Background: an optimization exercise with open tools, aiming at small area, a short achievable clock period and few clock cycles per item. Do not read the settings as production practice.
In this exercise RTL edits were held to simulation tests only and were not proved equivalent to the original.
Power is estimated from default activity; no workload was simulated.

## design/flow/standard.sh

```bash
#!/bin/bash
# synth_recipe.tcl (not shown) runs the flow's synth.tcl, then flattens the netlist and writes it again
# the make line also repeats each setting of config.mk as NAME=value (left out here)
make -C /OpenROAD-flow-scripts/flow DESIGN_CONFIG=/design/flow/config.mk WORK_HOME=/design/flow/orfs CLKGATE_MAP_FILE= SYNTH_SCRIPT=/design/flow/synth_recipe.tcl "${@:-finish}"
```

## design/flow/config.mk

```make
export PLATFORM = sky130hd
export DESIGN_NAME = double_ended_queue_unit
export DESIGN_NICKNAME = double_ended_queue_unit
export VERILOG_FILES = /design/flow/design.v
export SDC_FILE = /design/flow/constraint.sdc
export NUM_CORES = 4
export LEC_CHECK = 0
export CAP_MARGIN = 20
export CORE_MARGIN = 2
export CORE_UTILIZATION = 40
export SETUP_SLACK_MARGIN = 2.5
export SLEW_MARGIN = 20
```

## design/flow/constraint.sdc

```tcl
create_clock -name core_clock -period 5.0 [get_ports {clk}]
set_input_delay 1.0000 -clock core_clock [delete_from_list [all_inputs] [get_ports {clk}]]
set_output_delay 1.0000 -clock core_clock [all_outputs]
set_load 0.01 [all_outputs]
```

## design/flow/design.v

```verilog
package deq_pkg;
  localparam int DEQ_DEPTH = 16;
  localparam int WORD_W    = 32;
  typedef enum logic [1:0] {
    OP_PUSH_FRONT = 2'd0,
    OP_PUSH_BACK  = 2'd1,
    OP_POP_FRONT  = 2'd2,
    OP_POP_BACK   = 2'd3
  } deq_op_t;
  typedef enum logic [1:0] {
    ST_DONE  = 2'd0,
    ST_EMPTY = 2'd1,
    ST_FULL  = 2'd2
  } deq_status_t;
  typedef struct packed {
    logic                     add_front;
    logic                     add_back;
    logic                     take_front;
    logic                     take_back;
    logic signed [WORD_W-1:0] word;
  } cell_ctrl_t;
endpackage
module deq_cell (
  input  logic                              clk,
  input  logic                              we,
  input  logic signed [deq_pkg::WORD_W-1:0] wdata,
  output logic signed [deq_pkg::WORD_W-1:0] data
);
  always_ff @(posedge clk) begin
    if (we) data <= wdata;
  end
endmodule
module double_ended_queue_unit #(
  parameter int DEPTH = deq_pkg::DEQ_DEPTH,
  parameter int CNT_W = $clog2(DEPTH + 1)
) (
  input  logic                              clk,
  input  logic                              rst_n,
  input  logic                              in_valid,
  output logic                              in_ready,
  input  logic [1:0]                        in_func,
  input  logic signed [deq_pkg::WORD_W-1:0] in_value,
  output logic                              out_valid,
  input  logic                              out_ready,
  output logic signed [deq_pkg::WORD_W-1:0] out_popped,
  output logic [1:0]                        out_status,
  output logic [CNT_W-1:0]                  out_occupancy
);
  localparam int PTR_W = DEPTH / 2;   
  localparam int W     = deq_pkg::WORD_W;
  logic [CNT_W-1:0] cnt_r;
  logic             full_r, empty_r;
  logic [PTR_W-1:0] hd_r, bk_r;
  logic [DEPTH-1:0] hd_oh, bk_oh;
  logic             out_valid_r;
  logic [W-1:0]     popped_r;
  logic [1:0]       status_r;
  logic [CNT_W-1:0] occ_r;
  logic             sk_valid_r, in_ready_r;
  logic             sk_rdf_r, sk_rdb_r, sk_pe_r;
  logic [1:0]       sk_status_r;
  logic [CNT_W-1:0] sk_occ_r;
  logic             accept, wr_f, wr_b, rd_f, rd_b, mv_f, mv_b, pop_empty;
  logic [1:0]       status_nxt;
  logic [CNT_W-1:0] occ_nxt;
  logic             out_free;
  logic [W-1:0]     mem [DEPTH];
  logic [DEPTH-1:0] we, rsel;
  logic [W-1:0]     rword;
  assign in_ready  = in_ready_r;
  assign accept    = in_valid && !sk_valid_r;
  assign out_free  = !out_valid_r || out_ready;
  assign wr_f      = accept && !in_func[1] && !in_func[0] && !full_r;
  assign wr_b      = accept && !in_func[1] &&  in_func[0] && !full_r;
  assign rd_f      = sk_valid_r ? sk_rdf_r : (in_func[1] && !in_func[0] && !empty_r);
  assign rd_b      = sk_valid_r ? sk_rdb_r : (in_func[1] &&  in_func[0] && !empty_r);
  assign pop_empty = sk_valid_r ? sk_pe_r  : (in_func[1] && empty_r);
  assign mv_f      = out_free && (sk_valid_r || accept) && rd_f;
  assign mv_b      = out_free && (sk_valid_r || accept) && rd_b;
  function automatic logic [DEPTH-1:0] jdec(input logic [PTR_W-1:0] j);
    jdec[0]     = !j[PTR_W-1] && !j[0];
    jdec[PTR_W] =  j[PTR_W-1] &&  j[0];
    for (int k = 1; k < PTR_W; k++) begin
      jdec[k]         =  j[k-1] && !j[k];
      jdec[PTR_W + k] = !j[k-1] &&  j[k];
    end
  endfunction
  function automatic logic [PTR_W-1:0] jinc(input logic [PTR_W-1:0] j);
    jinc = {j[PTR_W-2:0], !j[PTR_W-1]};
  endfunction
  function automatic logic [PTR_W-1:0] jdecr(input logic [PTR_W-1:0] j);
    jdecr = {!j[0], j[PTR_W-1:1]};
  endfunction
  assign hd_oh = jdec(hd_r);
  assign bk_oh = jdec(bk_r);
  genvar g;
  generate
    for (g = 0; g < DEPTH; g++) begin : g_word
      assign we[g]   = (wr_f && hd_oh[(g + 1) % DEPTH]) ||
                       (wr_b && bk_oh[(g + DEPTH - 1) % DEPTH]);
      assign rsel[g] = (rd_f && hd_oh[g]) || (rd_b && bk_oh[g]);
      deq_cell u_cell (
        .clk   (clk),
        .we    (we[g]),
        .wdata (in_value),
        .data  (mem[g])
      );
    end
  endgenerate
  always_comb begin
    rword = {W{pop_empty}};
    for (int i = 0; i < DEPTH; i++) begin
      rword = rword | (mem[i] & {W{rsel[i]}});
    end
  end
  always_comb begin
    status_nxt = deq_pkg::ST_DONE;
    occ_nxt    = cnt_r;
    if (!in_func[1]) begin
      if (full_r) status_nxt = deq_pkg::ST_FULL;
      else        occ_nxt    = cnt_r + CNT_W'(1);
    end else begin
      if (empty_r) status_nxt = deq_pkg::ST_EMPTY;
      else         occ_nxt    = cnt_r - CNT_W'(1);
    end
  end
  always_ff @(posedge clk) begin
    if (!rst_n) begin
      cnt_r   <= '0;
      full_r  <= 1'b0;
      empty_r <= 1'b1;
      hd_r    <= '0;                         
      bk_r    <= PTR_W'(1) << (PTR_W - 1);   
    end else begin
      if (accept) begin
        cnt_r   <= occ_nxt;
        full_r  <= (occ_nxt == CNT_W'(DEPTH));
        empty_r <= (occ_nxt == '0);
      end
      if (wr_f) hd_r <= jdecr(hd_r);
      if (mv_f) hd_r <= jinc(hd_r);
      if (wr_b) bk_r <= jinc(bk_r);
      if (mv_b) bk_r <= jdecr(bk_r);
    end
  end
  always_ff @(posedge clk) begin
    if (!rst_n) begin
      out_valid_r <= 1'b0;
      sk_valid_r  <= 1'b0;
      in_ready_r  <= 1'b1;
    end else begin
      if (out_free) out_valid_r <= sk_valid_r || accept;
      if (sk_valid_r) begin
        if (out_free) begin
          sk_valid_r <= 1'b0;
          in_ready_r <= 1'b1;
        end
      end else begin
        sk_valid_r <= accept && !out_free;
        in_ready_r <= !(accept && !out_free);
      end
    end
  end
  always_ff @(posedge clk) begin
    if (out_free) begin
      popped_r <= rword;
      status_r <= sk_valid_r ? sk_status_r : status_nxt;
      occ_r    <= sk_valid_r ? sk_occ_r    : occ_nxt;
    end
  end
  always_ff @(posedge clk) begin
    if (!sk_valid_r) begin
      sk_rdf_r    <= rd_f;
      sk_rdb_r    <= rd_b;
      sk_pe_r     <= pop_empty;
      sk_status_r <= status_nxt;
      sk_occ_r    <= occ_nxt;
    end
  end
  assign out_valid     = out_valid_r;
  assign out_popped    = popped_r;
  assign out_status    = status_r;
  assign out_occupancy = occ_r;
endmodule
```

## design/flow/flow/run.sh

```bash
#!/bin/bash
# Standard layout, with the port buffers made from buf_2 cells instead of the
# cell buffer_ports picks by itself.
cp standard.sh standard_sh_copy.txt
export BUFFER_PORTS_ARGS="-buffer_cell sky130_fd_sc_hd__buf_2"
bash standard.sh > standard.log 2>&1
```

==> metrics.cfg, run 1 <==
[global_routing]
grt_usage_pct = 22.3
grt_max_degree = 43
grt_pass1_wl_um = 90800
antenna_found_initial = 2
grt_pass1_vias = 13000
overflow = 0

[timing]
skew_ps = 28.9
rsz0062_at_grt = true
fin_crit_sh_pct = 53.3
drv_slew = 0
setup_viol = 0
min_period_ps = 2660
max_freq_mhz = 375
relSlewSlack_pct = 38.2
hold_viol_final = 0
tns_ps = 0
tightest_slew_ps = 927

[layout]
fin_area_mm2 = 0.0266
area_delta_synth_final_pct = 22.6
nNetsFinal = 1464
multiInputGateArea_mm2 = 0.00468
drive_gt1_share_pct = 26.8
diodes = 0
fillerInstances = 4372
seqCellArea_mm2 = 0.0173

[power_and_ir_drop]
p_clk_share_pct = 39.4
switching_share_pct = 22.1
power_density_mw_per_mm2 = 379
net-switching-power_w = 0.00223
seqPwrFrac_pct = 55.2
p_int_w = 0.00787
ir_drop_v = 0.000332
comb_power_share_pct = 5.4
leakagePower_nw = 8.57

[critical_path]
worstPathRequired_ps = 5290
cp-start-kind = input pin
reg2reg_from = sk_valid_r$_SDFF_PN0_
end_kind = flip-flop
crit_arrival_ps = 2950
r2r_end = popped_r[8]$_DFFE_PN_
reg2regPathDepth = 12
worst-r2r-setup-slack_ps = 2430
critical_path_class = input pin to flip-flop
path_max_fanout = 13

[cts]
htree_num_levels = 2
clk_latency_ps = 630
numCtsBuffers = 55
clockBufferDepth = 3
cts_hold_buf = 0
path_clk_slew_ps = 60
cts_tree = built
root_buffer = clkbuf_16
cts_sinks = 587

[drt]
drt_pass1_iterations = 9
avgRoutedWirePerCell_um = 29.7
route.detailed.drc = 0
routed_wirelength_um = 64200
vias = 13400
ant_nets = 0
viasPerCell = 6.18
drt_iter0_drc = 1885

[yosys]
synth_fa_ha_area_share_pct = 0.115
synth_top_family_by_area = compound AO/OA/AOI/OAI gates
synth_fp_nets = 1268
synthSimpleGateAreaFrac_pct = 5.12
synth-seq-cells = 587
yosys_most_used_dff = edfxtp_1
ys_types = 63
yosysWarningCount = 3
async_reset_ff_share_pct = 0
synth-edff-count = 554
syn_inst = 1228
synth_compound_area_share_pct = 12.6
ys_seq_area_share_pct = 79.6
synth_xor_area_share_pct = 0.202
synth_area_mm2 = 0.0217
avgSynthCellArea_um2 = 17.7
synth_mux_area_share_pct = 0.288

[outcome]
status = no timing/DRC/antenna violations

[hold_path]
whs_path_depth = 2
hold_class = flip-flop to flip-flop
holdPathEnd = in_ready_r$_SDFFE_PN1P_
holdCritStartpoint = in_ready_r$_SDFFE_PN1P_

[floorplan]
fp.dieW_um = 237
fp.dieH_um = 237
start_util_pct = 40.4
dieArea_mm2 = 0.0562
rows = 85
coreArea_mm2 = 0.0538
ios = 79

[job]
max-cap-violations = 0

[placement]
place_area_mm2 = 0.0233
hpwl_um = 31900
place.gp.congestion = 0.887
port_buffers = 78

worst max path at each step:
stage / startpoint / end / slack [ps]
global route: in_func[1] / popped_r[14]$_DFFE_PN_ / 2380
floorplan: in_valid / g_word[8].u_cell.data[0]$_DFFE_PP_ / 1780
CTS: sk_valid_r$_SDFF_PN0_ / popped_r[14]$_DFFE_PN_ / 2380
finish: in_func[1] / popped_r[18]$_DFFE_PN_ / 2340
global placement: in_func[1] / popped_r[21]$_DFFE_PN_ / 1350
detailed placement: in_func[1] / popped_r[13]$_DFFE_PN_ / 1290
logic make-up (layout without fill, tap and decap cells):
kind of cell | after synthesis | count (layout)
adders and majority gates | 2 | 2
buffers and inverters | 92 | 323
xor gates and xnor gates | 5 | 5
DFF | 587 | 587
AOI/OAI and AO/OA | 327 | 330
and+or+nand+nor | 209 | 213
muxes | 6 | 6
layout make-up:
type | count | share of cell area (%)
tap | 696 | 3.27
multi-input combinational | 556 | 17.6
inverter | 15 | 0.211
timing repair buffer | 209 | 7.60
clock buffer | 68 | 5.43
sequential | 587 | 65.0
clock inverter | 31 | 0.888
sequential cells by signal, indices dropped and copies added, names as in the netlist, 2 cells and up:
| name | cells |
|---|---|
| bk_r | 8 |
| cnt_r | 5 |
| g_word.u_cell.data | 512 |
| hd_r | 8 |
| occ_r | 5 |
| popped_r | 32 |
| sk_occ_r | 5 |
| sk_status_r | 2 |
| status_r | 2 |
cells in the final DEF, fill, tap and decap left out, types with 25 or more instances in the layout:
| cell type | synthesis | layout |
|---|---|---|
| nor2_1 | 32 | 31 |
| a22oi_1 | 101 | 90 |
| clkbuf_16 | 0 | 60 |
| nand2_1 | 50 | 47 |
| nand4_1 | 25 | 25 |
| buf_2 | 33 | 78 |
| buf_4 | 10 | 68 |
| buf_12 | 0 | 31 |
| edfxtp_1 | 554 | 554 |
| a222oi_1 | 57 | 57 |
| a221oi_1 | 47 | 36 |
| nand3_1 | 32 | 31 |
power by group through the flow:
stage	Clock [W]	Combinational, W	Sequential, W
finish	0.00398	0.000547	0.00558
global route	0.00420	0.000582	0.00559
CTS	0.00403	0.000525	0.00558
detailed placement	0	0.000476	0.00568
global placement	0	0.000465	0.00568
floorplan	0	0.000245	0.00567
repair_timing:
| action | in CTS | in global routing |
|---|---|---|
| setup buffers | 63 | 17 |
| pin swaps | 28 | 41 |
| resized for setup | 75 | 49 |
| endpoints found under the setup margin | 546 | 62 |
| gates cloned | 13 | 4 |
worst max-delay path: stages:
cell and delay, ps:
buf_12 110, or4b_4 230, and2_4 180, buf_4 120, buf_6 100, buf_4 110
o32ai_4 90, buf_8 200, a222oi_1 490, nand4_1 300
synthesized netlist by cell type (all sizes together), types with 2 or more instances:
master	number	area share (%)
ha	2	0.12
o32ai	9	0.69
xnor2	2	0.081
nand3	32	0.74
xor2	3	0.12
nor3	2	0.046
a22o	25	1.0
mux2	2	0.10
nand2	50	0.86
a222oi	57	2.6
a21boi	2	0.069
o22ai	17	0.70
dfxtp	33	3.0
a21oi	15	0.35
and4	12	0.48
clkbuf	25	0.43
and3	7	0.20
or2	13	0.37
a221o	2	0.092
a221oi	47	1.9
a32o	2	0.092
o21ai	15	0.35
nand2b	11	0.32
nand4	25	0.72
and2	3	0.10
a32oi	3	0.12
a31oi	3	0.086
nor2	32	0.55
edfxtp	554	77
or3	3	0.086
o31ai	4	0.14
nor2b	12	0.35
inv	15	0.26
a22oi	101	3.5
a211oi	11	0.38
nand3b	2	0.069
a311oi	6	0.24
mux2i	4	0.18
buf	52	1.4
routing by layer:
layer  global-route usage [%]  vias to the layer above  wire length [µm]
met1                     30.2                     6892             26100
li1                         -                     5595                 -
met4                     6.90                        4              1970
met5                        0                        -                31
met2                     36.4                      719             30200
met3                     4.58                      143              5970
through the flow:
step	setup slack [ps]	std cells	util (%)	hold WS [ps]	power [W]
after global routing	2380	2162	49.5	497	0.0104
final	2340	2162	49.5	441	0.0101
after global placement	1350	1966	43.3	435	0.00615
after floorplan	1780	1228	-	431	0.00592
after detailed placement	1290	1966	43.3	435	0.00616
after CTS	2380	2141	48.6	444	0.0101
Testbench counts, summed over its fixed seeds: cycles 24,008, items 24,000.
==> run 2: changes to the inputs <==
==> design/flow/run.sh (new file) <==
#!/bin/bash
# synth_recipe.tcl (not shown) runs the flow's synth.tcl, then flattens the netlist and writes it again
# the make line also repeats each setting of config.mk as NAME=value (left out here)
make -C /OpenROAD-flow-scripts/flow DESIGN_CONFIG=/design/flow/config.mk WORK_HOME=/design/flow/orfs CLKGATE_MAP_FILE= SYNTH_SCRIPT=/design/flow/synth_recipe.tcl finish
removed: design/flow/flow/run.sh
removed: design/flow/standard.sh
==> metrics.cfg, run 2 <==
[layout]
area_delta_synth_final_pct = 24.7
reg_top3 = g_word.u_cell.data x512, popped_r x32
mostFrequentLayoutCell = edfxtp_1
drive_gt1_share_pct = 20.7  ; -6.2 points
nNetsFinal = 1455  ; -0.61%
postLayoutCoreUtil_pct = 50.4  ; +0.88 points
top_register = g_word.u_cell.data
largest_reg_flops = 512  ; unchanged
final_cell_mix = edfxtp_1, a22oi_1, clkbuf_16

[yosys]
ys_seq_area_share_pct = 79.6  ; unchanged
yosys-top-cells-area = edfxtp_1, a22oi_1, dfxtp_1
synth-edff-count = 554  ; unchanged
avgSynthCellArea_um2 = 17.7  ; unchanged
yosysMostFrequentCell = edfxtp_1
yosysTopAreaCell = edfxtp_1
async_reset_ff_share_pct = 0  ; unchanged
synthTopCellsByCount = edfxtp_1, a22oi_1, a222oi_1
synth_area_mm2 = 0.0217  ; unchanged
synth_fp_nets = 1268  ; unchanged
yosys_most_used_dff = edfxtp_1
netlist.area_leader.share_pct = 76.6  ; unchanged
syn_inst = 1228  ; unchanged
yosysWarningCount = 3  ; unchanged
synth-seq-cells = 587  ; unchanged
ys_types = 63  ; unchanged

[global_routing]
antenna_found_initial = 5  ; +3
grt_pass1_wl_um = 89000  ; -1.9%
grt_pass1_vias = 12700  ; -2.1%
overflow = 0  ; unchanged
grt_usage_pct = 21.9  ; -0.38 points
grt_max_degree = 33  ; -23%

[floorplan]
start_util_pct = 40.4  ; unchanged
fp.dieW_um = 237  ; unchanged
rows = 85  ; unchanged
dieArea_mm2 = 0.0562  ; unchanged
ios = 79  ; unchanged
coreArea_mm2 = 0.0538  ; unchanged
fp.dieH_um = 237  ; unchanged

[power_and_ir_drop]
leakagePower_nw = 8.69  ; +1.5%
ir_drop_v = 0.000262  ; -21%
p_clk_share_pct = 40.7  ; +1.3 points
power_density_mw_per_mm2 = 383  ; +1.0%
switching_share_pct = 21.6  ; -0.50 points
comb_power_share_pct = 5.6  ; +0.2 points
net-switching-power_w = 0.00224  ; +0.50%
seqPwrFrac_pct = 53.7  ; -1.5 points
p_int_w = 0.00815  ; +3.5%

[critical_path]
worstPathRequired_ps = 5480  ; +190 ps
cpPeakStageDelay_ps = 570  ; +80 ps
path_cells = buf_8 > or4b_4 > and2_4 > buf_12 > buf_12 > o22ai_4 > buf_6 > clkbuf_16 > buf_6 > buf_12 > a222oi_1 > nand4_1
slowest_stage = or4b_4
crit_top_cell = buf_12
cp-start-kind = input pin
end_kind = flip-flop
critical_path_class = input pin to flip-flop
crit_arrival_ps = 3090  ; +140 ps
path_max_fanout = 6  ; -7

[cts]
path_clk_slew_ps = 60  ; about the same
numCtsBuffers = 57  ; +3.6%
htree_num_levels = 2  ; unchanged
cts_hold_buf = 0  ; unchanged
cts_tree = built
clk_latency_ps = 630  ; about the same
clockBufferDepth = 3  ; unchanged
root_buffer = clkbuf_16
cts_sinks = 587  ; unchanged

[timing]
tightest_slew_ps = 861  ; -66.0 ps
relSlewSlack_pct = 42.4  ; +4.2 points
setup_viol = 0  ; unchanged
skew_ps = 22.4  ; -6.45 ps
max_freq_mhz = 383  ; +2.2%
fin_crit_sh_pct = 52.2  ; -1.1 points
drv_slew = 0  ; unchanged
rsz0062_at_grt = true
min_period_ps = 2610  ; -56.9 ps
hold_viol_final = 0  ; unchanged
tns_ps = 0  ; unchanged

[drt]
viasPerCell = 6.12  ; -0.88%
wl_met1_um = 25700  ; -1.5%
drt_pass1_iterations = 6  ; -3
dr_wl_met2_um = 29400  ; -2.5%
drt_iter0_drc = 1952  ; +3.6%
avgRoutedWirePerCell_um = 29.3  ; -1.3%
wl_met3_um = 6360  ; +6.4%
route.detailed.drc = 0  ; unchanged
vias = 13200  ; -0.93%
dr.max_layer_used = met5
ant_nets = 0  ; unchanged
routed_wirelength_um = 63300  ; -1.4%

[placement]
port_buffers = 78  ; unchanged
hpwl_um = 30500  ; -4.3%
place.gp.congestion = 0.831  ; -6.3%

[outcome]
status = no timing/DRC/antenna violations

[hold_path]
hold_class = flip-flop to flip-flop

[job]
max-cap-violations = 0  ; unchanged

run 2: cell counts after synthesis:
Identical to the previous run, type by type.
run 2: power by group through the flow:
stage	clock network [W]	registers [W]	logic, W
finish	0.00423	0.00558	0.000579
global route	0.00450	0.00559	0.000615
CTS	0.00429	0.00558	0.000556
detailed placement	0	0.00568	0.000540
global placement	0	0.00568	0.000532
floorplan	0	0.00567	0.000245
run 2: metrics by stage:
step | std cells | setup slack, ps | cell area [µm²] | total power [W] | hold slack (ps)
2_1_floorplan | 1228 | 1780 | 22300 | 0.00592 | 431
3_3_place_gp | 1966 | 901 | 23800 | 0.00621 | 432
3_5_place_dp | 1966 | 913 | 23800 | 0.00622 | 438
4_1_cts | 2121 | 2450 | 26500 | 0.0104 | 445
5_1_grt | 2160 | 2380 | 27100 | 0.0107 | 463
6_report | 2161 | 2390 | 27100 | 0.0104 | 442
run 2: worst max-delay path, delay by kind of cell:
kind / cells / cell delay [ps]
buffers and inverters: 7 / 890
and+or+nand+nor: 3 / 870
AOI/OAI and AO/OA: 2 / 320
run 2: cell families after synthesis:
kind of cell	count (synthesis)	synth area share, %
xor gates and xnor gates	5	0.202
DFF	587	79.6
AOI/OAI and AO/OA	327	12.6
buffers and inverters	92	2.06
adders and majority gates	2	0.115
and+or+nand+nor	209	5.12
muxes	6	0.288
run 2: what timing repair did:
item                       4_1_cts  5_1_grt
cloned                          11        6
hold endpoints to repair         0        0
buffers inserted                38       31
setup endpoints to repair      591      413
gates resized for setup        123       57
pin swaps                       16       46
run 2: final cells by class:
cell class / count / area (µm²)
fill: 4356 / 26700
sequential: 587 / 17300
multi-input combinational: 558 / 4670
timing repair buffer: 196 / 2370
clock buffer: 66 / 1460
tap: 696 / 871
clock inverter: 40 / 363
inverter: 15 / 56.3
antenna: 3 / 7.51
run 2: worst paths after layout:
check | start | to | slack [ps] | depth (start not counted)
worst max-delay path | in_func[0] | popped_r[19]$_DFFE_PN_ | 2390 | 12
worst min-delay path | in_ready_r$_SDFFE_PN1P_ | in_ready_r$_SDFFE_PN1P_ | 440 | 2
worst max register to register | sk_valid_r$_SDFF_PN0_ | popped_r[19]$_DFFE_PN_ | 2450 | 11
worst min register to register | in_ready_r$_SDFFE_PN1P_ | in_ready_r$_SDFFE_PN1P_ | 440 | 2
run 2: layer usage:
metal	global-route usage [%]	vias up
met4	7.53	4
met5	0	-
li1	-	5590
met2	34.3	738
met1	30.8	6786
met3	4.27	111

-- re-timing with driven ports --
No port has a modelled driver above. Below, the same layouts with a new extraction and two added sets of constraints.
Step 1 assumes that a clkbuf_16 drives the clock port and a buf_2 every other input.
Step 2 also shifts input and output timing later by t, the mid clock arrival at the registers, as if the neighbouring blocks saw the same clock.
Slacks: ideal / step 1 / step 2; pairs: ideal / step 1.
run | shift t [ns] | setup WS [ns] | worst hold slack (ns) | cell pins on the clock port's net
run 1 | 0.672 | 2.335 / 2.341 / 1.669 | 0.441 / 0.441 / 0.441 | 1
run 2 | 0.673 | 2.392 / 2.357 / 1.718 | 0.442 / 0.442 / 0.442 | 1
After both steps every run listed still meets setup and hold. The setup slack of run 2, which loses most, moves by -0.035 ns with the drivers and by -0.674 ns with both steps.
